This is an optimization exercise on Yosys and OpenROAD, whose aim is small area and a short achievable clock period, not a production implementation. RTL that was checked went through simulation tests only; none was proved equivalent to the original. For runs 1, 5 and 6, only the layout was checked, not whether the RTL still works. Power figures rest on the tool's default switching activity, not on a simulated workload.

$ cat design.v
module awb_gain_est #(
    parameter int ACC_W = 24,
    parameter int CNT_W = 16
) (
    input  logic            clk,
    input  logic            rst,
    input  logic            pix_valid_i,
    input  logic [1:0]      pix_color_i,
    input  logic [7:0]      pix_value_i,
    input  logic            pix_last_i,
    output logic [15:0]     K_R,
    output logic [15:0]     K_G,
    output logic [15:0]     K_B,
    output logic            valid_gain_o,
    output logic            busy_o,
    output logic            overrun_o
);
    localparam int SW = 13;    
    localparam int NW = 6;     
    assign K_G = 16'h0100;
    logic close_w;
    assign close_w = pix_valid_i & pix_last_i;
    logic [2:0] p_hit;      
    logic [7:0] p_val;
    logic       p_ovr;      
    always_ff @(posedge clk) begin
        p_hit[0] <= pix_valid_i & (pix_color_i == 2'd0);
        p_hit[1] <= pix_valid_i & (pix_color_i == 2'd1);
        p_hit[2] <= pix_valid_i & (pix_color_i == 2'd2);
        p_ovr    <= close_w & busy_o;
        p_val    <= pix_value_i;
    end
    logic [5:0] ctr, ctr_nx;
    logic       ld;         
    logic       fresh;      
    logic       last_c;     
    logic       first_c;    
    logic       mul_r, mul_b, div_r, div_b, div_p, cmp_r, cmp_b;
    logic       mulb_r, mulb_b;
    assign ctr_nx = busy_o ? ctr + 6'd1 : 6'd0;
    always_ff @(posedge clk or posedge rst) begin
        if (rst) begin
            busy_o       <= 1'b0;
            ld           <= 1'b0;
            fresh        <= 1'b1;
            overrun_o    <= 1'b0;
            valid_gain_o <= 1'b0;
            last_c       <= 1'b0;
            first_c      <= 1'b0;
            mul_r        <= 1'b0;
            mul_b        <= 1'b0;
            div_r        <= 1'b0;
            div_b        <= 1'b0;
            div_p        <= 1'b0;
            cmp_r        <= 1'b0;
            cmp_b        <= 1'b0;
            mulb_r       <= 1'b0;
            mulb_b       <= 1'b0;
        end else begin
            fresh   <= 1'b0;
            ld      <= last_c;
            first_c <= ~busy_o & close_w;
            last_c  <= busy_o & (ctr == 6'd31);
            mul_r   <= busy_o & (ctr >= 6'd2) & (ctr <= 6'd17);
            mul_b   <= busy_o & ((~ctr[5] & ~ctr[4] & (ctr[3] | ctr[2] | ctr[1])) |
                                 (ctr[5:1] == 5'b01000));
            div_r   <= busy_o & (ctr >= 6'd18) & (ctr <= 6'd31);
            div_b   <= busy_o & ~ctr[5] & ctr[4] & (ctr[3] | ctr[2] | ctr[1]);
            div_p   <= busy_o & ((ctr == 6'd18) | (div_p & ~last_c));
            cmp_r   <= busy_o & (ctr >= 6'd2) & (ctr <= 6'd31);
            cmp_b   <= busy_o & ~ctr[5] & (ctr[4:1] != 4'd0);
            mulb_r  <= busy_o & (ctr >= 6'd6) & (ctr <= 6'd17);
            mulb_b  <= busy_o & ((~ctr[5] & ~ctr[4] & (ctr[3] | (ctr[2] & ctr[1]))) |
                                 (ctr[5:1] == 5'b01000));
            if (close_w & busy_o)
                overrun_o <= 1'b1;
            if (busy_o) begin
                if (last_c) begin
                    busy_o       <= 1'b0;
                    valid_gain_o <= 1'b1;
                end
            end else if (close_w) begin
                busy_o <= 1'b1;
            end
        end
    end
    always_ff @(posedge clk)
        ctr <= ctr_nx;
    logic [SW-1:0] side_s [3];
    logic [NW-1:0] side_n [3];
    for (genvar c = 0; c < 3; c++) begin : g_side
        logic [SW-1:0] ss;
        logic [NW-1:0] sn;
        logic          co_s, co_n;
        awb_bk_add #(SW) u_s (.a(side_s[c]), .b(p_hit[c] ? SW'(p_val) : '0),
                              .ci(1'b0), .s(ss), .co(co_s));
        awb_bk_add #(NW) u_n (.a(side_n[c]), .b('0), .ci(p_hit[c]),
                              .s(sn), .co(co_n));
        always_ff @(posedge clk) begin
            if (first_c | p_ovr) begin
                side_s[c] <= '0;
                side_n[c] <= '0;
            end else begin
                side_s[c] <= ss;
                side_n[c] <= sn;
            end
        end
    end
    logic [23:0] S_R, S_G, S_B;
    logic [15:0] N_R, N_G, N_B;
    logic [23:0] s_nx [3];
    logic [15:0] n_nx [3];
    logic take;           
    logic zap;            
    assign zap  = fresh | (ld & p_ovr);
    assign take = (~busy_o | first_c | ld) & ~zap;
    logic [23:0] s_cur [3];
    logic [15:0] n_cur [3];
    assign s_cur[0] = S_R; assign s_cur[1] = S_G; assign s_cur[2] = S_B;
    assign n_cur[0] = N_R; assign n_cur[1] = N_G; assign n_cur[2] = N_B;
    for (genvar c = 0; c < 3; c++) begin : g_main
        logic [23:0] sb;
        logic [15:0] nb;
        logic        hit, co_s, co_n;
        assign hit = take & p_hit[c];
        assign sb  = zap ? '0 : ld ? 24'(side_s[c]) : s_cur[c];
        assign nb  = zap ? '0 : ld ? 16'(side_n[c]) : n_cur[c];
        awb_bk_add #(24) u_s (.a(sb), .b(hit ? 24'(p_val) : 24'd0), .ci(1'b0),
                              .s(s_nx[c]), .co(co_s));
        awb_bk_add #(16) u_n (.a(nb), .b(16'd0), .ci(hit), .s(n_nx[c]), .co(co_n));
    end
    logic [23:0] P_AR, P_AB;
    logic [15:0] P_BR, P_BB;
    logic [17:0] t_br, t_bb;
    logic [16:0] x0_r, x1_r, x2_r, cs_s_r, cs_c_r;
    logic [16:0] x0_b, x1_b, x2_b, cs_s_b, cs_c_b;
    assign x0_r = {1'b0, P_BR};
    assign x1_r = {1'b0, S_R[0] ? N_G : 16'd0};
    assign x2_r = {S_R[1] ? N_G : 16'd0, 1'b0};
    assign x0_b = {1'b0, P_BB};
    assign x1_b = {1'b0, S_B[0] ? N_G : 16'd0};
    assign x2_b = {S_B[1] ? N_G : 16'd0, 1'b0};
    assign cs_s_r = x0_r ^ x1_r ^ x2_r;
    assign cs_c_r = (x0_r & x1_r) | (x0_r & x2_r) | (x1_r & x2_r);
    assign cs_s_b = x0_b ^ x1_b ^ x2_b;
    assign cs_c_b = (x0_b & x1_b) | (x0_b & x2_b) | (x1_b & x2_b);
    logic co_br, co_bb;
    awb_bk_add #(17) u_mbr (.a({1'b0, cs_s_r[16:1]}), .b(cs_c_r), .ci(1'b0),
                            .s(t_br[17:1]), .co(co_br));
    awb_bk_add #(17) u_mbb (.a({1'b0, cs_s_b[16:1]}), .b(cs_c_b), .ci(1'b0),
                            .s(t_bb[17:1]), .co(co_bb));
    assign t_br[0] = cs_s_r[0];
    assign t_bb[0] = cs_s_b[0];
    logic [5:0]  E_R, E_B;
    logic [45:0] rem_r, rem_b, op_r, op_b, sm_r, sm_b;
    logic [39:0] d_r, d_b;
    logic        sg_r, sg_b, co_r, co_b;
    assign rem_r = {E_R, N_R, P_AR};
    assign rem_b = {E_B, N_B, P_AB};
    assign d_r   = {P_BR, S_R};
    assign d_b   = {P_BB, S_B};
    assign sg_r  = E_R[5];
    assign sg_b  = E_B[5];
    always_comb begin
        op_r = '0;
        op_b = '0;
        if (div_r)
            op_r = {1'b0, d_r, 5'd0} ^ {46{~sg_r}};
        else if (mul_r)
            op_r[23:0] = N_R[15] ? S_G : 24'd0;
        if (div_b)
            op_b = {1'b0, d_b, 5'd0} ^ {46{~sg_b}};
        else if (mul_b)
            op_b[23:0] = N_B[15] ? S_G : 24'd0;
    end
    awb_bk_add #(46) u_ar (.a({rem_r[44:0], 1'b0}), .b(op_r), .ci(div_r & ~sg_r),
                           .s(sm_r), .co(co_r));
    awb_bk_add #(46) u_ab (.a({rem_b[44:0], 1'b0}), .b(op_b), .ci(div_b & ~sg_b),
                           .s(sm_b), .co(co_b));
    always_ff @(posedge clk) begin
        S_R <= mulb_r ? {t_br[1:0], S_R[23:2]} : s_nx[0];
        S_B <= mulb_b ? {t_bb[1:0], S_B[23:2]} : s_nx[2];
        S_G <= div_b ? {s_nx[1][23:13], S_G[11:0], ~sm_b[45]} : s_nx[1];
        N_G <= div_r ? {n_nx[1][15:13], N_G[11:0], ~sm_r[45]} : n_nx[1];
        N_R <= cmp_r ? sm_r[39:24] : n_nx[0];
        N_B <= cmp_b ? sm_b[39:24] : n_nx[2];
    end
    always_ff @(posedge clk) begin
        P_AR <= cmp_r ? sm_r[23:0] : 24'd0;
        P_AB <= cmp_b ? sm_b[23:0] : 24'd0;
        E_R  <= div_p ? sm_r[45:40] : 6'd0;
        E_B  <= div_p ? sm_b[45:40] : 6'd0;
        if (mulb_r)
            P_BR <= t_br[17:2];
        else if (~div_p)
            P_BR <= '0;
        if (mulb_b)
            P_BB <= t_bb[17:2];
        else if (~div_p)
            P_BB <= '0;
    end
    logic dz_r, dz_b;
    assign dz_r = (d_r == '0);
    assign dz_b = (d_b == '0);
    function automatic logic [11:0] fin(input logic [12:0] q, input logic dz);
        if (dz)
            fin = 12'h100;
        else if (q[12])
            fin = 12'hFFF;
        else
            fin = q[11:0];
    endfunction
    logic [11:0] kr, kb;
    always_ff @(posedge clk or posedge rst) begin
        if (rst) begin
            kr <= 12'h100;
            kb <= 12'h100;
        end else if (last_c) begin
            kr <= fin(N_G[12:0], dz_r);
            kb <= fin(S_G[12:0], dz_b);
        end
    end
    assign K_R = {4'h0, kr};
    assign K_B = {4'h0, kb};
endmodule
module awb_bk_add #(
    parameter int W = 8
) (
    input  logic [W-1:0] a,
    input  logic [W-1:0] b,
    input  logic         ci,
    output logic [W-1:0] s,
    output logic         co
);
    localparam int N = W + 1;           
    localparam int L = $clog2(N);
    logic [W:0] g, p, x;
    always_comb begin
        g[0] = ci;
        p[0] = 1'b0;
        x[0] = 1'b0;
        for (int i = 0; i < W; i++) begin
            g[i+1] = a[i] & b[i];
            p[i+1] = a[i] ^ b[i];
            x[i+1] = a[i] ^ b[i];
        end
        for (int l = 0; l < L; l++)
            for (int i = (2 << l) - 1; i < N; i += (2 << l)) begin
                g[i] = g[i] | (p[i] & g[i - (1 << l)]);
                p[i] = p[i] & p[i - (1 << l)];
            end
        for (int l = L - 2; l >= 0; l--)
            for (int i = (3 << l) - 1; i < N; i += (2 << l)) begin
                g[i] = g[i] | (p[i] & g[i - (1 << l)]);
                p[i] = p[i] & p[i - (1 << l)];
            end
    end
    for (genvar i = 0; i < W; i++) begin : g_s
        assign s[i] = x[i+1] ^ g[i];
    end
    assign co = g[W];
endmodule
$ cat flow/run.sh
#!/bin/bash
# Standard layout, with repair_timing asked for extra setup slack so the
# achieved period shrinks. Each make target's log lands in orfs/logs.
set -euo pipefail
bash standard.sh SETUP_SLACK_MARGIN=9 finish > make_finish.log 2>&1
$ cat standard.sh
#!/bin/bash
# synth_recipe.tcl (not shown) runs the flow's synth.tcl, then flattens the netlist and writes it again
# the make line also repeats each setting of config.mk as NAME=value (left out here)
make -C /OpenROAD-flow-scripts/flow DESIGN_CONFIG=/design/flow/config.mk WORK_HOME=/design/flow/orfs CLKGATE_MAP_FILE= SYNTH_SCRIPT=/design/flow/synth_recipe.tcl "${@:-finish}"
$ cat config.mk
export PLATFORM = sky130hd
export DESIGN_NAME = awb_gain_est
export DESIGN_NICKNAME = awb_gain_est
export VERILOG_FILES = /design/flow/design.v
export SDC_FILE = /design/flow/constraint.sdc
export NUM_CORES = 4
export LEC_CHECK = 0
export CAP_MARGIN = 20
export CORE_MARGIN = 2
export CORE_UTILIZATION = 40
export SLEW_MARGIN = 20
$ cat constraint.sdc
create_clock -name core_clock -period 13.0 [get_ports {clk}]
set_input_delay 2.6000 -clock core_clock [delete_from_list [all_inputs] [get_ports {clk}]]
set_output_delay 2.6000 -clock core_clock [all_outputs]
set_load 0.01 [all_outputs]
==> results of run 1 <==
==> flip-flops by register name, summed over array words and instances (netlist names), 8 cells and up <==
signal,count
kb,12
side_s,39
S_B,24
N_G,16
P_AB,24
P_BR,16
N_B,16
P_BB,16
S_R,24
N_R,16
S_G,24
P_AR,24
p_val,8
kr,12
side_n,18
==> worst reg2reg max path, cell delays in order, from the launching register on <==
cell	delay, ns
sky130_fd_sc_hd__dfrtp_2	0.43
sky130_fd_sc_hd__buf_12	0.16
sky130_fd_sc_hd__nor2_4	0.18
sky130_fd_sc_hd__buf_8	0.16
sky130_fd_sc_hd__a21o_1	0.18
sky130_fd_sc_hd__ha_4	0.22
sky130_fd_sc_hd__a211oi_2	0.22
sky130_fd_sc_hd__o211ai_1	0.22
sky130_fd_sc_hd__a211oi_2	0.23
sky130_fd_sc_hd__buf_4	0.16
sky130_fd_sc_hd__nor4b_4	0.05
sky130_fd_sc_hd__buf_6	0.15
sky130_fd_sc_hd__o21ai_4	0.16
sky130_fd_sc_hd__o21bai_4	0.09
sky130_fd_sc_hd__a21o_1	0.18
sky130_fd_sc_hd__a221o_1	0.33
sky130_fd_sc_hd__fa_2	0.57
sky130_fd_sc_hd__and2_1	0.11
==> final timing paths <==
kind,startpoint,endpoint,slack (ns),cells past startpoint
worst max-delay path,kr[8],K_R[8],9.04,1
worst min-delay path,valid_gain_o,valid_gain_o,0.46,1
worst max register to register,div_b,E_B[1],9.11,17
worst min register to register,valid_gain_o,valid_gain_o,0.46,1
max in group asynchronous,rst,div_r,10.02,3
min in group asynchronous,rst,kb[0],2.51,3
==> routing by layer <==
metal  GRT usage, %  vias to the layer above
li1               -                     8123
met1           29.0                     8363
met2           31.9                      338
met3           3.01                      109
met4           8.25                        2
met5              0                        -
==> through the flow <==
| stage | util (%) | total power [mW] |
|---|---|---|
| floorplan | - | 3.34 |
| global placement | 42.4 | 3.91 |
| detailed placement | 42.4 | 4.00 |
| CTS | 45.3 | 5.22 |
| global route | 46.3 | 5.76 |
| finish | 46.3 | 5.35 |
==> logic make-up after synthesis <==
group,synth area share [%]
XOR/XNOR,8.82
buffers and inverters,4.31
adder cells (fa/ha/maj),22.6
AO/OA/AOI/OAI,10.8
other,0.0326
flip-flops,30.7
multiplexers,4.94
AND/OR/NAND/NOR,17.8
==> repair_timing <==
action | 4_1_cts | 5_1_grt
pin swaps | 5 | 19
buffers inserted | 9 | 19
gates cloned | 3 | 9
endpoints found under the setup margin | 151 | 49
gates resized for setup | 83 | 54
==> Yosys cell counts, types with 4 or more instances <==
master                     instances  area [um^2]
sky130_fd_sc_hd__a211oi_1          5         37.5
sky130_fd_sc_hd__a21o_1           89          668
sky130_fd_sc_hd__a21oi_1          71          355
sky130_fd_sc_hd__a221o_1           4         40.0
sky130_fd_sc_hd__a22o_1           38          333
sky130_fd_sc_hd__a32oi_1           4         35.0
sky130_fd_sc_hd__a41oi_1           4         35.0
sky130_fd_sc_hd__and2_1          272         1700
sky130_fd_sc_hd__and3_1           36          225
sky130_fd_sc_hd__and4_1            9         78.8
sky130_fd_sc_hd__buf_1            14         52.6
sky130_fd_sc_hd__buf_2             5         25.0
sky130_fd_sc_hd__buf_4            24          180
sky130_fd_sc_hd__buf_6             4         45.0
sky130_fd_sc_hd__clkbuf_1         82          308
sky130_fd_sc_hd__dfrtp_1          37          926
sky130_fd_sc_hd__dfxtp_1         255         5100
sky130_fd_sc_hd__edfxtp_1         32          961
sky130_fd_sc_hd__fa_1            114         2280
sky130_fd_sc_hd__ha_1            234         2930
sky130_fd_sc_hd__inv_1           101          379
sky130_fd_sc_hd__mux2_2           54          608
sky130_fd_sc_hd__mux2i_1          53          531
sky130_fd_sc_hd__nand2_1         135          507
sky130_fd_sc_hd__nand2b_1         16          100
sky130_fd_sc_hd__nand3_1          25          125
sky130_fd_sc_hd__nand4_1          17          106
sky130_fd_sc_hd__nor2_1          143          537
sky130_fd_sc_hd__nor2b_1          26          163
sky130_fd_sc_hd__nor3_1           14         70.1
sky130_fd_sc_hd__nor3b_1           4         30.0
sky130_fd_sc_hd__nor4_1           21          131
sky130_fd_sc_hd__nor4_2            4         50.1
sky130_fd_sc_hd__o211ai_1          6         45.0
sky130_fd_sc_hd__o21a_1            7         52.6
sky130_fd_sc_hd__o21ai_0          65          325
sky130_fd_sc_hd__o21ai_1           9         45.0
sky130_fd_sc_hd__o21bai_1         11         82.6
sky130_fd_sc_hd__o22ai_1          22          138
sky130_fd_sc_hd__o31ai_1           7         52.6
sky130_fd_sc_hd__or2_2             8         50.1
sky130_fd_sc_hd__xnor2_1         144         1260
sky130_fd_sc_hd__xor2_1           88          771
==> final cells by class <==
cell class / instances / area (um^2) / share of cell area [%]
Clock buffer: 60 / 1190 / 4.51
Clock inverter: 10 / 110 / 0.419
Inverter: 102 / 383 / 1.46
Multi-Input combinational cell: 1830 / 15400 / 58.7
Sequential cell: 327 / 7110 / 27.0
Tap cell: 756 / 946 / 3.60
Timing Repair Buffer: 102 / 1130 / 4.31
==> report_power, final <==
| group | total [mW] | switching [mW] | internal (mW) |
|---|---|---|---|
| Combinational | 2.53 | 1.35 | 1.18 |
| Clock | 1.14 | 0.468 | 0.668 |
| Sequential | 1.68 | 0.342 | 1.34 |
| Total | 5.35 | 2.16 | 3.19 |
==> impl_metrics.json, run 1 <==
{
  "placement_rows": 87,
  "timing.critical_path.slowest_stage_cell": "sky130_fd_sc_hd__dfstp_2",
  "fin_area_um2": 26300,
  "period_minus_slack_ns": 3.96,
  "fill_cells": 5250,
  "drv_slew": 0,
  "drt_drc_violations_left": 0,
  "critical_path_buf_inv_count": 1,
  "total_of_flip_flops_plus_latches_after_synthesis": 327,
  "cts.reportedPaths.clkPinSlew_ns": 0.06,
  "cell_chain_critical_path": "dlygate4sd2_1",
  "die_w_um": 244,
  "timing.hold.ws_ns": 0.459,
  "grt_antenna_before_repair": 3,
  "num_io_pins": 65,
  "grt_pass1_vias": 17200,
  "layout_setup_ws_ns": 9.04,
  "number_of_buffers_created_by_cts": 39,
  "initial_cell_density_of_the_core_pct": 40.6,
  "critical_path_arrival_ns": 1.36,
  "setup_viol_count_final": 0,
  "commonest_non_fill_non_tap_cell_in_the_layout": "sky130_fd_sc_hd__and2_1",
  "post_synth.cell_area_avg_um2": 9.74,
  "vias": 16900,
  "area_growth_syn_to_layout_pct": 14.0,
  "place_hpwl_um": 44500,
  "portBuffers": 40,
  "worstSetupPathType": "register to output pin",
  "worst_hold_path_type": "register to register",
  "synth_edf_count": 32,
  "route.detailed.wl_per_inst_um": 19.7,
  "drtIter0Drc": 979,
  "grtUsageTotal_pct": 20.7,
  "firstDrtPassIters": 5,
  "drt.antenna.violating_nets": 0,
  "routed_wirelength_um": 62900,
  "worst-endpoint-required_ns": 10.40,
  "grt_setup_unrepaired": "yes",
  "run_status": "no timing/DRC/antenna violations",
  "power.density_cell_area_nw_per_um2": 204,
  "worstMarginPinSlew_ns": 0.998,
  "clockRootBuffer": "sky130_fd_sc_hd__clkbuf_16",
  "pin_count_of_the_biggest_net_entering_global_routing": 53,
  "post-place-cells": 3077,
  "ys.flop_type": "sky130_fd_sc_hd__dfxtp_1",
  "ir_drop_uv": 110,
  "timing.clock.skew_ns": 0.0316,
  "synth_warnings": 17,
  "timing.final.crit_share_pct": 30.5,
  "final_hold_viol_count": 0,
  "synthesis.instances": 2365,
  "number_of_clock_sinks": 327,
  "worstPathMaxFanout": 2,
  "power.leakage_nw": 12.5,
  "syn-cell-area_um2": 23000,
  "max-slew-margin-rel_pct": 32.8,
  "top_layer": "met5",
  "commonest_non_fill_non_tap_cells_in_the_layout": "272 x sky130_fd_sc_hd__and2_1, 245 x sky130_fd_sc_hd__dfxtp_1, 231 x sky130_fd_sc_hd__ha_1",
  "grt_pass1_wl_um": 97000,
  "synth.yosys.seq_area_share_pct": 30.7,
  "synth_async_sr_flop_share_pct": 12.2,
  "clk-insertion-delay-late_ns": 0.58,
  "core_um2": 56700,
  "place_area_um2": 24100,
  "netlist_cell_types": 71,
  "drt-met1-wl_um": 29400,
  "place_congestion": 0.862,
  "cts_tree": "yes",
  "layout.cells.non_filler": 3187,
  "vias_per_cell": 5.31,
  "drive_gt1_share_pct": 11.3,
  "max_clock_freq_mhz": 252,
  "post_cts_hold_buffer_count": 0,
  "antennaDiodeCount": 0,
  "layout.nets": 2764,
  "max-clock-path-buffers": 3,
  "timing.critical_path.max_delay_family": "flip-flops",
  "die_area_um2": 59600,
  "met3_wirelength_um": 3220,
  "met2WireLength_um": 28000,
  "worst_path_largest_cell_delay_ns": 0.53,
  "cts_htree_levels": 2,
  "chip_height_um": 244,
  "timing.max_cap.violations": 0,
  "pre_cts_slack_ns": 8.28,
  "critPathLaunchType": "register",
  "setup_total_negative_slack_ns": 0,
  "gr-total-overflow": 0,
  "timing.critical_path.to_type": "output pin"
}
==> run 2, diff against run 1 <==
--- a/design.v
+++ b/design.v
@@ -233,7 +233,8 @@
     output logic         co
 );
     localparam int N = W + 1;           
-    localparam int L = $clog2(N);
+    localparam int L = (N <= 2) ? 1 : (N <= 4) ? 2 : (N <= 8) ? 3 :
+                       (N <= 16) ? 4 : (N <= 32) ? 5 : (N <= 64) ? 6 : 7;
     logic [W:0] g, p, x;
     always_comb begin
         g[0] = ci;
==> run 2 against run 1 <==
Register-to-register slack hardly changed. Wire length unchanged. Maximum frequency unchanged.
==> impl_metrics.json, run 2 <==
{
  "area_growth_syn_to_layout_pct": 14.0,
  "setup_total_negative_slack_ns": 0,
  "max_clock_freq_mhz": 252,
  "run_status": "no timing/DRC/antenna violations",
  "ys.flop_type": "sky130_fd_sc_hd__dfxtp_1",
  "grt_pass1_vias": 17200,
  "hold-path-cell-count": 1,
  "die_w_um": 244,
  "synth_top_cell_by_area": "sky130_fd_sc_hd__dfxtp_1",
  "clk-insertion-delay-late_ns": 0.58,
  "vias_per_cell": 5.31,
  "period_minus_slack_ns": 3.96,
  "post-place-cells": 3077,
  "grt_pass1_wl_um": 97000,
  "timing.critical_path.slowest_stage_cell": "sky130_fd_sc_hd__dfstp_2",
  "grtUsageTotal_pct": 20.7,
  "antennaDiodeCount": 0,
  "initial_cell_density_of_the_core_pct": 40.6,
  "worst_hold_path_type": "register to register",
  "timing.hold.ws_ns": 0.459,
  "worstMarginPinSlew_ns": 0.998,
  "max-slew-margin-rel_pct": 32.8,
  "commonest_non_fill_non_tap_cell_in_the_layout": "sky130_fd_sc_hd__and2_1",
  "worstPathMaxFanout": 2,
  "ir_drop_uv": 110,
  "cts_tree": "yes",
  "timing.clock.skew_ns": 0.0316,
  "chip_height_um": 244,
  "hold_path_startpoint": "valid_gain_o",
  "netlist_cell_types": 71,
  "synth.yosys.seq_area_share_pct": 30.7,
  "timing.critical_path.to_type": "output pin",
  "layout.nets": 2764,
  "rr_startpoint": "div_b",
  "pin_count_of_the_biggest_net_entering_global_routing": 53,
  "biggest_area_contributors_in_the_synthesized_netlist": "sky130_fd_sc_hd__dfxtp_1 22%, sky130_fd_sc_hd__ha_1 13%, sky130_fd_sc_hd__fa_1 9.9%",
  "worst_r2r_endpoint": "E_B[1]",
  "timing.final.crit_share_pct": 30.5,
  "drt.antenna.violating_nets": 0,
  "timing.critical_path.max_delay_family": "flip-flops",
  "place_congestion": 0.862,
  "total_of_flip_flops_plus_latches_after_synthesis": 327,
  "grt_setup_unrepaired": "yes",
  "vias": 16900,
  "critPathLaunchType": "register",
  "portBuffers": 40,
  "max_flop_register": "side_s",
  "num_io_pins": 65,
  "gr-total-overflow": 0,
  "grt_antenna_before_repair": 3,
  "cts_htree_levels": 2,
  "clockRootBuffer": "sky130_fd_sc_hd__clkbuf_16",
  "post_synth.cell_area_avg_um2": 9.74,
  "die_area_um2": 59600,
  "drive_gt1_share_pct": 11.3,
  "synth_edf_count": 32,
  "layout_setup_ws_ns": 9.04,
  "synthesis.instances": 2365,
  "power.density_cell_area_nw_per_um2": 204,
  "setup_viol_count_final": 0,
  "cts.reportedPaths.clkPinSlew_ns": 0.06,
  "firstDrtPassIters": 5,
  "r2r.worst_path.cells": 17,
  "rrSetupSlack_ns": 9.11,
  "layout.cells.non_filler": 3187,
  "commonest_non_fill_non_tap_cells_in_the_layout": "272 x sky130_fd_sc_hd__and2_1, 245 x sky130_fd_sc_hd__dfxtp_1, 231 x sky130_fd_sc_hd__ha_1",
  "max-clock-path-buffers": 3,
  "critical_path_arrival_ns": 1.36,
  "worst_path_largest_cell_delay_ns": 0.53,
  "hold_end": "valid_gain_o",
  "place_hpwl_um": 44500,
  "flip_flop_count_of_the_largest_register_all_copies_and_words_added": 39,
  "power.leakage_nw": 12.5,
  "worst-endpoint-required_ns": 10.40,
  "synth.cells.most_frequent": "272 x sky130_fd_sc_hd__and2_1, 255 x sky130_fd_sc_hd__dfxtp_1, 234 x sky130_fd_sc_hd__ha_1",
  "pre_cts_slack_ns": 8.28,
  "fin_area_um2": 26300,
  "syn-cell-area_um2": 23000,
  "route.detailed.wl_per_inst_um": 19.7,
  "number_of_buffers_created_by_cts": 39,
  "drtIter0Drc": 979,
  "timing.max_cap.violations": 0,
  "drv_slew": 0,
  "post-synth-top-count-cell": "sky130_fd_sc_hd__and2_1",
  "cell_chain_critical_path": "dlygate4sd2_1",
  "synth_warnings": 17,
  "final_hold_viol_count": 0,
  "drt_drc_violations_left": 0,
  "synth_async_sr_flop_share_pct": 12.2,
  "routed_wirelength_um": 62900,
  "worstSetupPathType": "register to output pin",
  "core_um2": 56700,
  "critical_path_buf_inv_count": 1,
  "number_of_clock_sinks": 327,
  "place_area_um2": 24100,
  "cell_depth_of_the_worst_setup_path": 1,
  "synth_largest_type_area_fraction_pct": 22.2,
  "placement_rows": 87
}
## run 2: cell type report
type | count | area [um^2]
clock buffer | 60 | 1190
clock inverter | 10 | 110
fill | 5250 | 30400
inverter | 102 | 383
multi-input combinational | 1830 | 15400
sequential | 327 | 7110
tap | 756 | 946
timing repair buffer | 102 | 1130
## run 2: routing by layer
metal  vias to the layer above  routed length [um]  share of wire [%]  track usage [%]
met2                       338               28000                 44             31.9
met3                       109                3220                5.1             3.01
met1                      8363               29400                 47             29.0
li1                       8123                   -                  -                -
met4                         2                2250                3.6             8.25
met5                         -                  13              0.021                0
## run 2: stage by stage
| step | utilization (%) | power, mW |
|---|---|---|
| after detailed placement | 42.4 | 4.00 |
| after global placement | 42.4 | 3.91 |
| after floorplan | - | 3.34 |
| final | 46.3 | 5.35 |
| after CTS | 45.3 | 5.22 |
| after global routing | 46.3 | 5.76 |
## run 2: cell families after synthesis
kind of cell,share of synthesized area [%]
compound gates,10.8
xor+xnor,8.82
fa+ha+maj,22.6
buf+inv,4.31
flops,30.7
mux,4.94
other cells,0.0326
simple gates,17.8
## run 2: worst max-delay path by stage
stage          slack (ns)       to  startpoint
2_1_floorplan        9.00  S_R[12]          ld
3_3_place_gp         8.46  S_G[12]          ld
3_5_place_dp         8.28   E_B[2]       div_b
4_1_cts              8.98   E_B[2]       div_b
5_1_grt              8.98   E_B[2]       div_b
6_report             9.04   K_R[8]       kr[8]
## run 2: where the power goes
part | switching, mW | leakage, nW | internal, mW
Combinational | 1.35 | 8.88 | 1.18
Sequential | 0.342 | 2.98 | 1.34
Clock | 0.468 | 0.636 | 0.668
## run 2: repair_timing
action	in CTS	in global routing
hold buffers	0	0
gates cloned	3	9
gates resized for setup	83	54
endpoints found under the setup margin	151	49
buffers inserted	9	19
pin swaps	5	19
==> run 3, diff against run 2 <==
==> flow/run.sh (replaced) <==
#!/bin/bash
# Standard layout, with fast port buffers and repair_timing asked for extra
# setup slack so the achieved period shrinks. Each make step's log lands in
# orfs/logs; make's own output goes to make_finish.log.
set -euo pipefail
bash standard.sh SETUP_SLACK_MARGIN=9 \
  "BUFFER_PORTS_ARGS=-buffer_cell sky130_fd_sc_hd__buf_4" \
  finish > make_finish.log 2>&1
==> run 3 against run 2 <==
Critical endpoint is now N_B[6]. Worst hold slack improved by 0.0081 ns. Non-clock buffer count decreased by 16. Register-to-register slack got worse by 0.06 ns. Utilization decreased by 0.56 points. Synthesized area unchanged. Flip-flop and latch count unchanged. Setup slack improved by 0.011 ns. Maximum frequency increased by 0.28%. Still clean. Final area decreased by 1.2%. First-iteration DRC count increased by 11%.
==> impl_metrics.json, run 3 <==
{
  "run_status": "no timing/DRC/antenna violations",
  "max-clock-path-buffers": 3,
  "synth_warnings": 17,
  "clk-insertion-delay-late_ns": 0.58,
  "number_of_buffers_created_by_cts": 40,
  "setup_total_negative_slack_ns": 0,
  "netlist_cell_types": 71,
  "gr-total-overflow": 0,
  "drt_drc_violations_left": 0,
  "post_cts_hold_buffer_count": 0,
  "cts_htree_levels": 2,
  "synth_largest_type_area_fraction_pct": 22.2,
  "pwr-share-comb_pct": 46.5,
  "final_hold_viol_count": 0,
  "place_congestion": 0.862,
  "max_clock_freq_mhz": 253,
  "timing.hold.ws_ns": 0.467,
  "routed_wirelength_um": 61700,
  "post-place-cells": 3077,
  "power.leakage_nw": 12.3,
  "route.detailed.wl_per_inst_um": 19.4,
  "placement_rows": 87,
  "place_hpwl_um": 44600,
  "drive_gt1_share_pct": 11.8,
  "commonest_non_fill_non_tap_cells_in_the_layout": "272 x sky130_fd_sc_hd__and2_1, 246 x sky130_fd_sc_hd__dfxtp_1, 232 x sky130_fd_sc_hd__ha_1",
  "synth.yosys.seq_area_share_pct": 30.7,
  "pin_count_of_the_biggest_net_entering_global_routing": 68,
  "max-slew-margin-rel_pct": 31.1,
  "grt_antenna_before_repair": 2,
  "vias_per_cell": 5.33,
  "power_frac_seq_pct": 32.0,
  "critical_path_arrival_ns": 4.39,
  "layout.nets": 2749,
  "fin_total_pwr_mw": 5.30,
  "area_growth_syn_to_layout_pct": 12.7,
  "drtIter0Drc": 1091,
  "timing.critical_path.to_type": "register",
  "chip_height_um": 244,
  "vias": 16900,
  "commonest_non_fill_non_tap_cell_in_the_layout": "sky130_fd_sc_hd__and2_1",
  "period_minus_slack_ns": 3.95,
  "worstSetupPathType": "register to register",
  "max_flop_register": "side_s",
  "timing.max_cap.violations": 0,
  "multiInputGateArea_um2": 15400,
  "total_of_flip_flops_plus_latches_after_synthesis": 327,
  "biggest_area_contributors_in_the_synthesized_netlist": "sky130_fd_sc_hd__dfxtp_1 22%, sky130_fd_sc_hd__ha_1 13%, sky130_fd_sc_hd__fa_1 9.9%",
  "setup_viol_count_final": 0,
  "critPathLaunchType": "register",
  "flip_flop_count_of_the_largest_register_all_copies_and_words_added": 39,
  "grtUsageTotal_pct": 20.6,
  "ir_drop_uv": 120,
  "worst_hold_path_type": "register to register",
  "timing.final.crit_share_pct": 30.4,
  "timing.clock.skew_ns": 0.0202,
  "num_io_pins": 65,
  "syn-cell-area_um2": 23000,
  "synth.cells.most_frequent": "272 x sky130_fd_sc_hd__and2_1, 255 x sky130_fd_sc_hd__dfxtp_1, 234 x sky130_fd_sc_hd__ha_1",
  "cts_tree": "yes",
  "cts.reportedPaths.clkPinSlew_ns": 0.06,
  "post-synth-top-count-cell": "sky130_fd_sc_hd__and2_1",
  "drt.antenna.violating_nets": 0,
  "share_clk_of_total_power_pct": 21.5,
  "initial_cell_density_of_the_core_pct": 40.6,
  "die_area_um2": 59600,
  "core_um2": 56700,
  "internal_power_contribution_mw": 3.15,
  "firstDrtPassIters": 5,
  "worst-endpoint-required_ns": 13.44,
  "worstPathMaxFanout": 12,
  "power.density_cell_area_nw_per_um2": 204,
  "portBuffers": 40,
  "layout.cells.non_filler": 3176,
  "worstMarginPinSlew_ns": 1.03,
  "die_w_um": 244,
  "synth_top_cell_by_area": "sky130_fd_sc_hd__dfxtp_1",
  "drv_slew": 0,
  "switching_power_mw": 2.15,
  "grt_pass1_vias": 17200,
  "post_synth.cell_area_avg_um2": 9.74,
  "switching_share_pct": 40.6,
  "synthesis.instances": 2365,
  "pre_cts_slack_ns": 8.37,
  "number_of_clock_sinks": 327,
  "regArea_um2": 7100,
  "synth_edf_count": 32,
  "fill_cells": 5310,
  "grt_setup_unrepaired": "yes",
  "layout_setup_ws_ns": 9.05,
  "synth_async_sr_flop_share_pct": 12.2,
  "ys.flop_type": "sky130_fd_sc_hd__dfxtp_1",
  "clockRootBuffer": "sky130_fd_sc_hd__clkbuf_16",
  "grt_pass1_wl_um": 96400
}
[run 3: cell counts after synthesis]
Identical to the previous run, type by type.
[run 3: logic make-up after synthesis]
logic type               synth area share [%]
buffers and inverters                    4.31
adder cells (fa/ha/maj)                  22.6
XOR/XNOR                                 8.82
multiplexers                             4.94
AND/OR/NAND/NOR                          17.8
flip-flops                               30.7
AO/OA/AOI/OAI                            10.8
other                                  0.0326
[run 3: critical path: stages (launching register included)]
cell,delay [ns]
sky130_fd_sc_hd__dfrtp_2,0.48
sky130_fd_sc_hd__nand2_4,0.11
sky130_fd_sc_hd__nor2_4,0.07
sky130_fd_sc_hd__buf_4,0.19
sky130_fd_sc_hd__a22o_1,0.25
sky130_fd_sc_hd__ha_1,0.37
sky130_fd_sc_hd__nand4_1,0.12
sky130_fd_sc_hd__a21oi_1,0.21
sky130_fd_sc_hd__a211oi_2,0.09
sky130_fd_sc_hd__buf_4,0.16
sky130_fd_sc_hd__nor4b_4,0.48
sky130_fd_sc_hd__nor2_1,0.16
sky130_fd_sc_hd__o21bai_1,0.25
sky130_fd_sc_hd__a21o_1,0.14
sky130_fd_sc_hd__a21oi_1,0.07
sky130_fd_sc_hd__fa_1,0.38
sky130_fd_sc_hd__xnor2_1,0.13
sky130_fd_sc_hd__nand2_1,0.06
sky130_fd_sc_hd__o21ai_0,0.08
[run 3: metrics by stage]
stage	utilization, %	instance area (um^2)
floorplan	-	23100
global placement	42.3	24000
detailed placement	42.3	24000
CTS	45.1	25600
global route	45.8	26000
finish	45.8	26000
[run 3: layout make-up]
cell class	count	share of cell area [%]
tap	756	3.64
clock buffer	60	4.69
multi-input combinational	1830	59.2
inverter	102	1.47
timing repair buffer	86	3.23
antenna	1	0.00964
sequential	327	27.3
clock inverter	14	0.400
[run 3: routing by layer]
layer | wire length [um] | GRT usage, % | part of all wire (%)
met3 | 3110 | 2.85 | 5.0
met5 | 0 | 0 | 0
met2 | 28200 | 32.5 | 46
met4 | 1570 | 7.03 | 2.5
met1 | 28800 | 28.9 | 47
[run 3: final timing paths]
| check | end | cells after the start | start | slack, ns |
|---|---|---|---|---|
| setup / recovery | N_B[6] | 18 | mul_b | 9.05 |
| hold / removal | valid_gain_o | 1 | valid_gain_o | 0.47 |
| setup reg to reg | N_B[6] | 18 | mul_b | 9.05 |
| hold reg to reg | valid_gain_o | 1 | valid_gain_o | 0.47 |
| max in group asynchronous | ld | 2 | rst | 10.01 |
| min in group asynchronous | kb[5] | 2 | rst | 2.26 |
[run 3: what timing repair did]
item | 4_1_cts | 5_1_grt
gates resized for setup | 48 | 47
setup buffers | 5 | 13
pin swaps | 3 | 9
setup endpoints to repair | 112 | 49
gates cloned | 2 | 4
[run 3: power by group through the flow]
stage | Clock (mW) | Combinational (mW) | Sequential [mW]
6_report | 1.14 | 2.46 | 1.69
5_1_grt | 1.20 | 2.76 | 1.73
4_1_cts | 1.16 | 2.37 | 1.69
3_5_place_dp | 0 | 2.30 | 1.71
3_3_place_gp | 0 | 2.21 | 1.70
2_1_floorplan | 0 | 1.80 | 1.54
==> run 4, diff against run 3 <==
==> flow/run.sh (replaced) <==
#!/bin/bash
# Standard layout, with fast port buffers and repair_timing asked for extra
# setup slack so the achieved period shrinks. Each make step's log lands in
# orfs/logs; make's own output goes to make_finish.log.
set -euo pipefail
bash standard.sh SETUP_SLACK_MARGIN=9.3 \
  "BUFFER_PORTS_ARGS=-buffer_cell sky130_fd_sc_hd__buf_4" \
  finish > make_finish.log 2>&1
==> run 4 against run 3 <==
Clock-buffer cell count down 7. Clock power is essentially flat. Critical path depth fell by 17. Critical endpoint is now K_R[8]. Combinational power increased by 16%. Global-route usage rose by 0.42 points. Sequential power barely moved.
==> impl_metrics.json, run 4 <==
{
  "run_status": "no timing/DRC/antenna violations",
  "core_um2": 56700,
  "utilization_pct": 48.8,
  "synth_async_sr_flop_share_pct": 12.2,
  "worstMarginPinSlew_ns": 0.952,
  "routed_wirelength_um": 63600,
  "drt_drc_violations_left": 0,
  "syn-cell-area_um2": 23000,
  "die_w_um": 244,
  "total_of_flip_flops_plus_latches_after_synthesis": 327,
  "synthesis.instances": 2365,
  "r2r.worst_path.cells": 16,
  "final_hold_viol_count": 0,
  "drt.antenna.violating_nets": 0,
  "grt_setup_unrepaired": "yes",
  "netlist_cell_types": 71,
  "hold-path-cell-count": 0,
  "worstPathMaxFanout": 2,
  "cts.reportedPaths.clkPinSlew_ns": 0.06,
  "biggest_area_contributors_in_the_synthesized_netlist": "sky130_fd_sc_hd__dfxtp_1 22%, sky130_fd_sc_hd__ha_1 13%, sky130_fd_sc_hd__fa_1 9.9%",
  "period_minus_slack_ns": 3.83,
  "layout.nets": 2835,
  "number_of_buffers_created_by_cts": 40,
  "portBuffers": 40,
  "max-slew-margin-rel_pct": 36.6,
  "post_synth.cell_area_avg_um2": 9.74,
  "cell_depth_of_the_worst_setup_path": 1,
  "timing.critical_path.max_delay_family": "flip-flops",
  "ir_drop_uv": 132,
  "vias": 17300,
  "layout_setup_ws_ns": 9.17,
  "synth_warnings": 17,
  "synth_largest_type_area_fraction_pct": 22.2,
  "power.leakage_nw": 13.0,
  "synth_edf_count": 32,
  "grt_antenna_before_repair": 1,
  "placement_rows": 87,
  "cts_htree_levels": 2,
  "route.detailed.wl_per_inst_um": 19.5,
  "synth.yosys.seq_area_share_pct": 30.7,
  "fin_total_pwr_mw": 5.70,
  "drive_gt1_share_pct": 18.9,
  "post_cts_hold_buffer_count": 0,
  "place_hpwl_um": 43000,
  "power.density_cell_area_nw_per_um2": 206,
  "grt_pass1_vias": 17800,
  "initial_cell_density_of_the_core_pct": 40.6,
  "ys.flop_type": "sky130_fd_sc_hd__dfxtp_1",
  "max-clock-path-buffers": 3,
  "grt_pass1_wl_um": 98600,
  "cts_tree": "yes",
  "pin_count_of_the_biggest_net_entering_global_routing": 53,
  "area_growth_syn_to_layout_pct": 20.2,
  "commonest_non_fill_non_tap_cell_in_the_layout": "sky130_fd_sc_hd__and2_1",
  "multiInputGateArea_um2": 16100,
  "worst_hold_path_type": "register to register",
  "setup_total_negative_slack_ns": 0,
  "fin_area_um2": 27700,
  "max_flop_register": "side_s",
  "setup_viol_count_final": 0,
  "timing.clock.skew_ns": 0.0249,
  "timing.critical_path.to_type": "output pin",
  "synth.cells.most_frequent": "272 x sky130_fd_sc_hd__and2_1, 255 x sky130_fd_sc_hd__dfxtp_1, 234 x sky130_fd_sc_hd__ha_1",
  "cell_chain_critical_path": "buf_6",
  "critPathLaunchType": "register",
  "die_area_um2": 59600,
  "place_area_um2": 24000,
  "post-synth-top-count-cell": "sky130_fd_sc_hd__and2_1",
  "vias_per_cell": 5.32,
  "timing.final.crit_share_pct": 29.5,
  "fill_cells": 5089,
  "commonest_non_fill_non_tap_cells_in_the_layout": "271 x sky130_fd_sc_hd__and2_1, 241 x sky130_fd_sc_hd__dfxtp_1, 211 x sky130_fd_sc_hd__ha_1",
  "timing.critical_path.slowest_stage_cell": "sky130_fd_sc_hd__dfstp_2",
  "critical_path_buf_inv_count": 1,
  "synth_top_cell_by_area": "sky130_fd_sc_hd__dfxtp_1",
  "clockRootBuffer": "sky130_fd_sc_hd__clkbuf_16",
  "worstSetupPathType": "register to output pin",
  "num_io_pins": 65,
  "timing.max_cap.violations": 0,
  "number_of_clock_sinks": 327,
  "drv_slew": 0,
  "chip_height_um": 244,
  "gr-total-overflow": 0,
  "worst_path_largest_cell_delay_ns": 0.55,
  "regArea_um2": 7120,
  "pre_cts_slack_ns": 8.20,
  "clk-insertion-delay-late_ns": 0.59,
  "worst-endpoint-required_ns": 10.40,
  "flip_flop_count_of_the_largest_register_all_copies_and_words_added": 39,
  "place_congestion": 0.880,
  "drtIter0Drc": 975,
  "max_clock_freq_mhz": 261,
  "firstDrtPassIters": 5,
  "critical_path_arrival_ns": 1.23,
  "grtUsageTotal_pct": 21.0
}
## run 4: report_power, final
group          internal (mW)  switching [mW]
Combinational           1.41            1.45
Clock                  0.680           0.484
Sequential              1.34           0.337
Total                   3.44            2.27
## run 4: kinds of logic (layout without fill, tap and decap cells)
family | Yosys count | after routing | synth area share (%)
other cells | 2 | 26 | 0.0326
buf+inv | 231 | 344 | 4.31
flops | 327 | 327 | 30.7
simple gates | 753 | 754 | 17.8
fa+ha+maj | 348 | 348 | 22.6
xor+xnor | 232 | 232 | 8.82
compound gates | 365 | 368 | 10.8
mux | 107 | 107 | 4.94
## run 4: worst paths after layout
path	endpoint	slack, ns	startpoint
min reg2reg	ld	0.45	last_c
max in group asynchronous	ld	10.26	rst
min in group asynchronous	kb[0]	2.15	rst
min	ld	0.45	last_c
max reg2reg	E_B[1]	9.18	div_b
max	K_R[8]	9.17	kr[8]
## run 4: per-stage QoR
stage	cells	hold WS, ns
after floorplan	2388	0.372
after detailed placement	3073	0.449
after global routing	3261	0.478
after global placement	3073	0.444
after CTS	3208	0.462
final	3262	0.451
## run 4: layout make-up
cell class	instances	share of cell area [%]
multi-input combinational	1834	58.2
sequential	327	25.7
timing repair buffer	168	6.37
clock buffer	53	4.08
tap	756	3.41
inverter	102	1.39
clock inverter	21	0.822
antenna	1	0.00903
## run 4: per-layer routing
layer	vias up	wire, um	GRT usage, %
li1	8294	-	-
met1	8553	28900	27.8
met2	371	29000	33.7
met3	119	3150	3.36
met4	2	2550	9.77
met5	-	13	0
## run 4: what timing repair did
item                       in CTS  in global routing
setup endpoints to repair     195                 96
setup buffers                  48                 51
pin swaps                      37                 72
resized for setup             145                114
gates cloned                   13                  2
==> run 5, diff against run 4 <==
--- a/design.v
+++ b/design.v
@@ -155,6 +155,7 @@
     logic [45:0] rem_r, rem_b, op_r, op_b, sm_r, sm_b;
     logic [39:0] d_r, d_b;
     logic        sg_r, sg_b, co_r, co_b;
+    logic        sx_r, sx_b;      
     assign rem_r = {E_R, N_R, P_AR};
     assign rem_b = {E_B, N_B, P_AB};
     assign d_r   = {P_BR, S_R};
@@ -165,11 +166,11 @@
         op_r = '0;
         op_b = '0;
         if (div_r)
-            op_r = {1'b0, d_r, 5'd0} ^ {46{~sg_r}};
+            op_r = {1'b0, d_r, 5'd0} ^ {{23{~sg_r}}, {23{~sx_r}}};
         else if (mul_r)
             op_r[23:0] = N_R[15] ? S_G : 24'd0;
         if (div_b)
-            op_b = {1'b0, d_b, 5'd0} ^ {46{~sg_b}};
+            op_b = {1'b0, d_b, 5'd0} ^ {{23{~sg_b}}, {23{~sx_b}}};
         else if (mul_b)
             op_b[23:0] = N_B[15] ? S_G : 24'd0;
     end
@@ -190,6 +191,8 @@
         P_AB <= cmp_b ? sm_b[23:0] : 24'd0;
         E_R  <= div_p ? sm_r[45:40] : 6'd0;
         E_B  <= div_p ? sm_b[45:40] : 6'd0;
+        sx_r <= div_r & sm_r[45];
+        sx_b <= div_b & sm_b[45];
         if (mulb_r)
             P_BR <= t_br[17:2];
         else if (~div_p)
@@ -210,18 +213,20 @@
         else
             fin = q[11:0];
     endfunction
-    logic [11:0] kr, kb;
+    logic [11:0] kr, kb, kr_nx, kb_nx;
+    assign kr_nx = fin(N_G[12:0], dz_r) ^ 12'h100;
+    assign kb_nx = fin(S_G[12:0], dz_b) ^ 12'h100;
     always_ff @(posedge clk or posedge rst) begin
         if (rst) begin
-            kr <= 12'h100;
-            kb <= 12'h100;
+            kr <= 12'h000;
+            kb <= 12'h000;
         end else if (last_c) begin
-            kr <= fin(N_G[12:0], dz_r);
-            kb <= fin(S_G[12:0], dz_b);
-        end
-    end
-    assign K_R = {4'h0, kr};
-    assign K_B = {4'h0, kb};
+            kr <= kr_nx;
+            kb <= kb_nx;
+        end
+    end
+    assign K_R = {4'h0, kr ^ 12'h100};
+    assign K_B = {4'h0, kb ^ 12'h100};
 endmodule
 module awb_bk_add #(
     parameter int W = 8
==> flow/run.sh (replaced) <==
#!/bin/bash
# Standard layout, with fast port buffers and repair_timing asked for extra
# setup slack so the achieved period shrinks. Each make step's log lands in
# orfs/logs; make's own output goes to make_finish.log.
set -euo pipefail
bash standard.sh SETUP_SLACK_MARGIN=9.2 \
  "BUFFER_PORTS_ARGS=-buffer_cell sky130_fd_sc_hd__buf_4" \
  finish > make_finish.log 2>&1
==> run 5 against run 4 <==
Critical endpoint is now P_BB[14]. Wire length decreased by 3.9%. Die area increased by 0.44%. Maximum frequency fell by 1.4%. Via count fell by 1.3%. Combinational power fell by 11%.
==> impl_metrics.json, run 5 <==
{
  "post_synth.cell_area_avg_um2": 9.67,
  "worstPathMaxFanout": 4,
  "clockRootBuffer": "sky130_fd_sc_hd__clkbuf_16",
  "drt.antenna.violating_nets": 0,
  "critPathLaunchType": "register",
  "pin_count_of_the_biggest_net_entering_global_routing": 54,
  "die_area_um2": 59800,
  "initial_cell_density_of_the_core_pct": 40.3,
  "netlist_cell_types": 77,
  "portBuffers": 40,
  "final_hold_viol_count": 0,
  "synth.yosys.seq_area_share_pct": 30.7,
  "firstDrtPassIters": 5,
  "layout_setup_ws_ns": 9.11,
  "pre_cts_slack_ns": 8.11,
  "synth_compound_gate_area_share_pct": 10.4,
  "core_um2": 57500,
  "synth_top_family_by_area": "adder cells",
  "power.leakage_nw": 13.0,
  "place_congestion": 0.892,
  "max_clock_freq_mhz": 257,
  "antennaDiodeCount": 0,
  "drtIter0Drc": 1017,
  "synth_largest_type_area_fraction_pct": 22.2,
  "timing.critical_path.to_type": "register",
  "fin_total_pwr_mw": 5.32,
  "post_synthesis_xor_xnor_area_fraction_pct": 8.66,
  "top_layer": "met4",
  "grt_setup_unrepaired": "yes",
  "synth_mux_area_share_pct": 4.80,
  "place_hpwl_um": 41800,
  "gr-total-overflow": 0,
  "worst-endpoint-required_ns": 13.34,
  "drive_gt1_share_pct": 15.5,
  "commonest_non_fill_non_tap_cell_in_the_layout": "sky130_fd_sc_hd__and2_1",
  "timing.hold.ws_ns": 0.462,
  "layout.cells.non_filler": 3248,
  "power.density_cell_area_nw_per_um2": 199,
  "critical_path_arrival_ns": 4.22,
  "synth_async_sr_flop_share_pct": 12.2,
  "ir_drop_uv": 144,
  "regArea_um2": 7150,
  "max-clock-path-buffers": 3,
  "synth_warnings": 17,
  "timing.final.crit_share_pct": 29.9,
  "route.detailed.wl_per_inst_um": 18.8,
  "post-synth-top-count-cell": "sky130_fd_sc_hd__and2_1",
  "synthSimpleGateAreaFrac_pct": 17.9,
  "multiInputGateArea_um2": 15600,
  "vias": 17100,
  "total_of_flip_flops_plus_latches_after_synthesis": 329,
  "worstSetupPathType": "register to register",
  "met3_wirelength_um": 2680,
  "die_w_um": 245,
  "vias_per_cell": 5.27,
  "met2WireLength_um": 29500,
  "commonest_non_fill_non_tap_cells_in_the_layout": "267 x sky130_fd_sc_hd__and2_1, 245 x sky130_fd_sc_hd__dfxtp_1, 223 x sky130_fd_sc_hd__ha_1",
  "max_flop_register": "side_s",
  "max-slew-margin-rel_pct": 38.6,
  "utilization_pct": 46.6,
  "ys.flop_type": "sky130_fd_sc_hd__dfxtp_1",
  "place_area_um2": 24000,
  "fill_cells": 5360,
  "synth_top_cell_by_area": "sky130_fd_sc_hd__dfxtp_1",
  "worstMarginPinSlew_ns": 0.912,
  "drt-met1-wl_um": 27200,
  "cts.reportedPaths.clkPinSlew_ns": 0.06,
  "run_status": "no timing/DRC/antenna violations",
  "timing.clock.skew_ns": 0.0236,
  "clk-insertion-delay-late_ns": 0.58,
  "syn-cell-area_um2": 23100,
  "synth-adder-area-share_pct": 22.5,
  "drt_drc_violations_left": 0,
  "timing.max_cap.violations": 0,
  "number_of_buffers_created_by_cts": 39,
  "number_of_clock_sinks": 329,
  "post-place-cells": 3097,
  "biggest_area_contributors_in_the_synthesized_netlist": "sky130_fd_sc_hd__dfxtp_1 22%, sky130_fd_sc_hd__ha_1 13%, sky130_fd_sc_hd__fa_1 9.9%",
  "num_io_pins": 65,
  "worst_hold_path_type": "register to register",
  "setup_viol_count_final": 0,
  "area_growth_syn_to_layout_pct": 15.8,
  "period_minus_slack_ns": 3.89,
  "synth_edf_count": 32,
  "grt_antenna_before_repair": 1,
  "chip_height_um": 245,
  "grt_pass1_vias": 17400,
  "placement_rows": 88,
  "grtUsageTotal_pct": 20.0,
  "synthesis.instances": 2394,
  "synth.cells.most_frequent": "275 x sky130_fd_sc_hd__and2_1, 257 x sky130_fd_sc_hd__dfxtp_1, 234 x sky130_fd_sc_hd__ha_1",
  "routed_wirelength_um": 61100,
  "layout.nets": 2815,
  "drv_slew": 0,
  "setup_total_negative_slack_ns": 0,
  "fin_area_um2": 26800,
  "cts_htree_levels": 2,
  "grt_pass1_wl_um": 95100,
  "cts_tree": "yes",
  "flip_flop_count_of_the_largest_register_all_copies_and_words_added": 39
}
## run 5: path summary, 6_finish.rpt
check                              from            to  slack [ns]  depth (start not counted)
max                              S_B[0]      P_BB[14]        9.11                         15
min                        valid_gain_o  valid_gain_o        0.46                          1
max reg2reg                      S_B[0]      P_BB[14]        9.11                         15
min reg2reg                valid_gain_o  valid_gain_o        0.46                          1
max in group asynchronous           rst            ld       10.41                          3
min in group asynchronous           rst       first_c        2.17                          3
## run 5: metal layers
layer	global-route usage (%)	vias up
li1	-	8221
met1	25.9	8419
met2	34.3	367
met3	2.89	100
met4	6.47	0
met5	0	-
## run 5: cell type report
class                      instances  share of cell area [%]
multi-input combinational       1838                    58.2
sequential                       329                    26.7
timing repair buffer             137                    5.28
clock buffer                      53                    4.03
tap                              765                    3.57
inverter                         108                    1.54
clock inverter                    18                   0.668
## run 5: power by group
group	leakage (nW)	internal (mW)	total, mW	switching [mW]
clock	0.625	0.644	1.11	0.464
combinational	9.35	1.24	2.54	1.31
sequential	3.01	1.34	1.67	0.325
total	13.0	3.22	5.32	2.10
## run 5: timing repair
item | in CTS | in global routing
hold buffers | 0 | 0
pin swaps | 21 | 48
setup buffers | 31 | 32
cloned | 11 | 6
setup endpoints to repair | 155 | 46
resized for setup | 85 | 80
## run 5: logic make-up after synthesis
family                   count (synthesis)
flip-flops                             329
other                                    2
multiplexers                           104
AO/OA/AOI/OAI                          356
AND/OR/NAND/NOR                        770
XOR/XNOR                               229
adder cells (fa/ha/maj)                348
buffers and inverters                  256
## run 5: critical path, stage by stage, from the launching register on
cell	delay, ns
sky130_fd_sc_hd__dfxtp_4	0.38
sky130_fd_sc_hd__buf_8	0.13
sky130_fd_sc_hd__and2_4	0.13
sky130_fd_sc_hd__fa_1	0.47
sky130_fd_sc_hd__ha_1	0.29
sky130_fd_sc_hd__a21o_1	0.16
sky130_fd_sc_hd__a21oi_2	0.17
sky130_fd_sc_hd__nor2b_2	0.06
sky130_fd_sc_hd__o41a_1	0.34
sky130_fd_sc_hd__a41oi_2	0.21
sky130_fd_sc_hd__a211oi_2	0.12
sky130_fd_sc_hd__a31o_2	0.26
sky130_fd_sc_hd__a21o_1	0.18
sky130_fd_sc_hd__a21o_1	0.18
sky130_fd_sc_hd__fa_2	0.40
sky130_fd_sc_hd__and2_1	0.16
==> run 6, diff against run 5 <==
==> flow/run.sh (replaced) <==
#!/bin/bash
# Standard layout, with fast port buffers and repair_timing asked for extra
# setup slack so the achieved period shrinks. Each make step's log lands in
# orfs/logs; make's own output goes to make_finish.log.
set -euo pipefail
bash standard.sh SETUP_SLACK_MARGIN=9 \
  "BUFFER_PORTS_ARGS=-buffer_cell sky130_fd_sc_hd__buf_4" \
  finish > make_finish.log 2>&1
--- a/config.mk
+++ b/config.mk
@@ -8,4 +8,5 @@
 export CAP_MARGIN = 20
 export CORE_MARGIN = 2
 export CORE_UTILIZATION = 40
+export GPL_TIMING_DRIVEN = 1
 export SLEW_MARGIN = 20
==> run 6 against run 5 <==
Total power is 1.8% lower. Maximum frequency is 2.0% lower. Clock skew is 0.0031 ns higher. Final cell count is 0.95% lower. Worst hold slack worse by 0.0019 ns. Largest cell class unchanged. Via count is 1.6% lower. Critical path depth stayed put. Synthesized area stayed put. Clock-buffer cell count is 3 higher. Sequential share of layout area is 0.55 points higher. Wire length is 3.4% lower.
==> impl_metrics.json, run 6 <==
{
  "timing.max_cap.violations": 0,
  "cts.reportedPaths.clkPinSlew_ns": 0.06,
  "post-place-cells": 3094,
  "synth_largest_type_area_fraction_pct": 22.2,
  "grt_pass1_wl_um": 94200,
  "cts_tree": "yes",
  "grt_antenna_before_repair": 2,
  "ir_drop_uv": 129,
  "worstPathMaxFanout": 9,
  "route.detailed.wl_per_inst_um": 18.4,
  "synthesis.instances": 2394,
  "initial_cell_density_of_the_core_pct": 40.3,
  "post_cts_hold_buffer_count": 0,
  "drive_gt1_share_pct": 12.7,
  "ys.flop_type": "sky130_fd_sc_hd__dfxtp_1",
  "die_area_um2": 59800,
  "max_clock_freq_mhz": 252,
  "grtUsageTotal_pct": 19.9,
  "switching_power_mw": 2.04,
  "synth.cells.most_frequent": "275 x sky130_fd_sc_hd__and2_1, 257 x sky130_fd_sc_hd__dfxtp_1, 234 x sky130_fd_sc_hd__ha_1",
  "clockRootBuffer": "sky130_fd_sc_hd__clkbuf_16",
  "syn-cell-area_um2": 23100,
  "critical_path_arrival_ns": 4.28,
  "drv_slew": 0,
  "netlist_cell_types": 77,
  "post-synth-top-count-cell": "sky130_fd_sc_hd__and2_1",
  "power.density_cell_area_nw_per_um2": 199,
  "clk-insertion-delay-late_ns": 0.58,
  "synth_async_sr_flop_share_pct": 12.2,
  "antennaDiodeCount": 0,
  "pin_count_of_the_biggest_net_entering_global_routing": 54,
  "layout.nets": 2783,
  "post_synth.cell_area_avg_um2": 9.67,
  "pwr-share-comb_pct": 45.0,
  "period_minus_slack_ns": 3.97,
  "worstSetupPathType": "register to register",
  "flip_flop_count_of_the_largest_register_all_copies_and_words_added": 39,
  "grt_pass1_vias": 17200,
  "setup_total_negative_slack_ns": 0,
  "synth_edf_count": 32,
  "cts_htree_levels": 2,
  "worstMarginPinSlew_ns": 0.958,
  "max-slew-margin-rel_pct": 36.1,
  "vias_per_cell": 5.23,
  "chip_height_um": 245,
  "setup_viol_count_final": 0,
  "number_of_clock_sinks": 329,
  "grt_setup_unrepaired": "yes",
  "drt.antenna.violating_nets": 0,
  "synth_top_cell_by_area": "sky130_fd_sc_hd__dfxtp_1",
  "num_io_pins": 65,
  "drtIter0Drc": 815,
  "gr-total-overflow": 0,
  "internal_power_contribution_mw": 3.18,
  "firstDrtPassIters": 5,
  "drt_drc_violations_left": 0,
  "layout.cells.non_filler": 3217,
  "share_clk_of_total_power_pct": 22.8,
  "placement_rows": 88,
  "total_of_flip_flops_plus_latches_after_synthesis": 329,
  "vias": 16800,
  "switching_share_pct": 39.0,
  "die_w_um": 245,
  "biggest_area_contributors_in_the_synthesized_netlist": "sky130_fd_sc_hd__dfxtp_1 22%, sky130_fd_sc_hd__ha_1 13%, sky130_fd_sc_hd__fa_1 9.9%",
  "synth_warnings": 17,
  "number_of_buffers_created_by_cts": 40,
  "max-clock-path-buffers": 3,
  "fill_cells": 5354,
  "worst_hold_path_type": "register to register",
  "routed_wirelength_um": 59100,
  "place_congestion": 0.860,
  "place_hpwl_um": 41500,
  "final_hold_viol_count": 0,
  "max_flop_register": "side_s",
  "power.leakage_nw": 12.8,
  "core_um2": 57500,
  "portBuffers": 40,
  "timing.final.crit_share_pct": 30.5,
  "worst-endpoint-required_ns": 13.31,
  "commonest_non_fill_non_tap_cells_in_the_layout": "273 x sky130_fd_sc_hd__and2_1, 246 x sky130_fd_sc_hd__dfxtp_1, 230 x sky130_fd_sc_hd__ha_1",
  "area_growth_syn_to_layout_pct": 13.4,
  "timing.critical_path.to_type": "register",
  "power_frac_seq_pct": 32.1,
  "timing.clock.skew_ns": 0.0267,
  "critPathLaunchType": "register",
  "synth.yosys.seq_area_share_pct": 30.7,
  "commonest_non_fill_non_tap_cell_in_the_layout": "sky130_fd_sc_hd__and2_1",
  "run_status": "no timing/DRC/antenna violations"
}
==> run 6: cell counts after synthesis <==
Identical to the previous run, type by type.
==> run 6: worst max-delay path, cell delays in order (launching register included) <==
cell                      delay, ns
sky130_fd_sc_hd__dfxtp_2       0.33
sky130_fd_sc_hd__buf_12        0.14
sky130_fd_sc_hd__and2_4        0.16
sky130_fd_sc_hd__fa_1          0.57
sky130_fd_sc_hd__ha_4          0.22
sky130_fd_sc_hd__a21o_1        0.16
sky130_fd_sc_hd__a21oi_2       0.17
sky130_fd_sc_hd__nor2b_1       0.08
sky130_fd_sc_hd__o41a_1        0.40
sky130_fd_sc_hd__nand4_1       0.17
sky130_fd_sc_hd__a31oi_4       0.13
sky130_fd_sc_hd__a31o_4        0.26
sky130_fd_sc_hd__a21o_1        0.17
sky130_fd_sc_hd__a21o_1        0.16
sky130_fd_sc_hd__fa_1          0.42
sky130_fd_sc_hd__and2_1        0.16
==> run 6: repair_timing <==
| action | 4_1_cts | 5_1_grt |
|---|---|---|
| gates cloned | 8 | 1 |
| resized for setup | 63 | 36 |
| buffers inserted | 26 | 15 |
| pin swaps | 8 | 18 |
| endpoints found under the setup margin | 141 | 37 |
==> run 6: metrics by stage <==
| stage | power (mW) | util (%) | hold slack, ns | instance area (um^2) | setup WS [ns] |
|---|---|---|---|---|---|
| 2_1_floorplan | 3.31 | - | 0.372 | 23300 | 9.00 |
| 3_3_place_gp | 3.80 | 41.6 | 0.445 | 23900 | 8.15 |
| 3_5_place_dp | 3.87 | 41.6 | 0.449 | 23900 | 8.06 |
| 4_1_cts | 5.21 | 45.1 | 0.465 | 25900 | 8.95 |
| 5_1_grt | 5.63 | 45.7 | 0.499 | 26200 | 8.95 |
| 6_report | 5.22 | 45.7 | 0.460 | 26200 | 9.03 |
==> run 6: worst paths after layout <==
| check | start | end | slack, ns | cells after the start |
|---|---|---|---|---|
| max | S_R[0] | P_BR[14] | 9.03 | 15 |
| min | valid_gain_o | valid_gain_o | 0.46 | 1 |
| max reg2reg | S_R[0] | P_BR[14] | 9.03 | 15 |
| min reg2reg | valid_gain_o | valid_gain_o | 0.46 | 1 |
| max in group asynchronous | rst | mul_r | 10.07 | 2 |
| min in group asynchronous | rst | busy_o | 2.24 | 2 |
==> run 6: cells by family after synthesis <==
logic type                 Yosys count  synth area share (%)
and+or+nand+nor                    770                  17.9
other                                2                0.0324
AOI/OAI and AO/OA                  356                  10.4
adders and majority gates          348                  22.5
buffers and inverters              256                  4.99
muxes                              104                  4.80
DFF                                329                  30.7
xor gates and xnor gates           229                  8.66
==> run 6: power by group through the flow <==
| stage | Combinational [mW] | Clock (mW) | Sequential, mW |
|---|---|---|---|
| after global placement | 2.11 | 0 | 1.69 |
| after detailed placement | 2.18 | 0 | 1.69 |
| final | 2.35 | 1.19 | 1.68 |
| after floorplan | 1.77 | 0 | 1.54 |
| after CTS | 2.31 | 1.22 | 1.68 |
| after global routing | 2.65 | 1.26 | 1.72 |
==> run 6: routing by layer <==
layer  vias to the layer above  track usage (%)  part of all wire, %
met5                         -                0                    0
met1                      8288             26.0                   46
met4                         0             5.61                  2.6
met2                       294             33.8                   48
met3                        97             3.11                  3.7
li1                       8158                -                    -
==> run 6: cell type report <==
type / count / area, um^2 / share of cell area (%)
Clock inverter: 17 / 184 / 0.701
Timing Repair Buffer: 106 / 1060 / 4.06
Clock buffer: 56 / 1210 / 4.63
Multi-Input combinational cell: 1836 / 15300 / 58.2
Inverter: 108 / 410 / 1.56
Tap cell: 765 / 957 / 3.65
Sequential cell: 329 / 7150 / 27.2

==> static timing again, ports no longer ideal <==
In the flow no input, the clock included, has a driving cell. The finished layouts below were timed again as built, in two steps.
Step 1 assumes that a clkbuf_16 drives the clock port and a buf_2 every other input.
Step 2 moves the port delays by t, midway between the first and last clock arrival at a register: inputs arrive t later, outputs are due t later. That takes back most of the time a late clock gives input paths.
Three values: no drivers, after step 1, after step 2; two values: the first two.
run	shift t [ns]	slack for setup (ns)	worst setup path at the end	worst data-port slew with drivers (ns)	pins driven straight from the clock port
run 1	0.613	9.035 / 8.983 / 9.112	register to register	0.04	1
run 2	0.613	9.035 / 8.983 / 9.112	register to register	0.04	1
run 3	0.623	9.047 / 9.046 / 9.047	register to register	0.04	1
run 4	0.633	9.168 / 9.114 / 9.181	register to register	0.03	1
run 5	0.621	9.112 / 9.112 / 9.112	register to register	0.03	1
run 6	0.627	9.034 / 8.988 / 9.034	register to register	0.03	1
After both steps setup and hold are still met in every run listed.
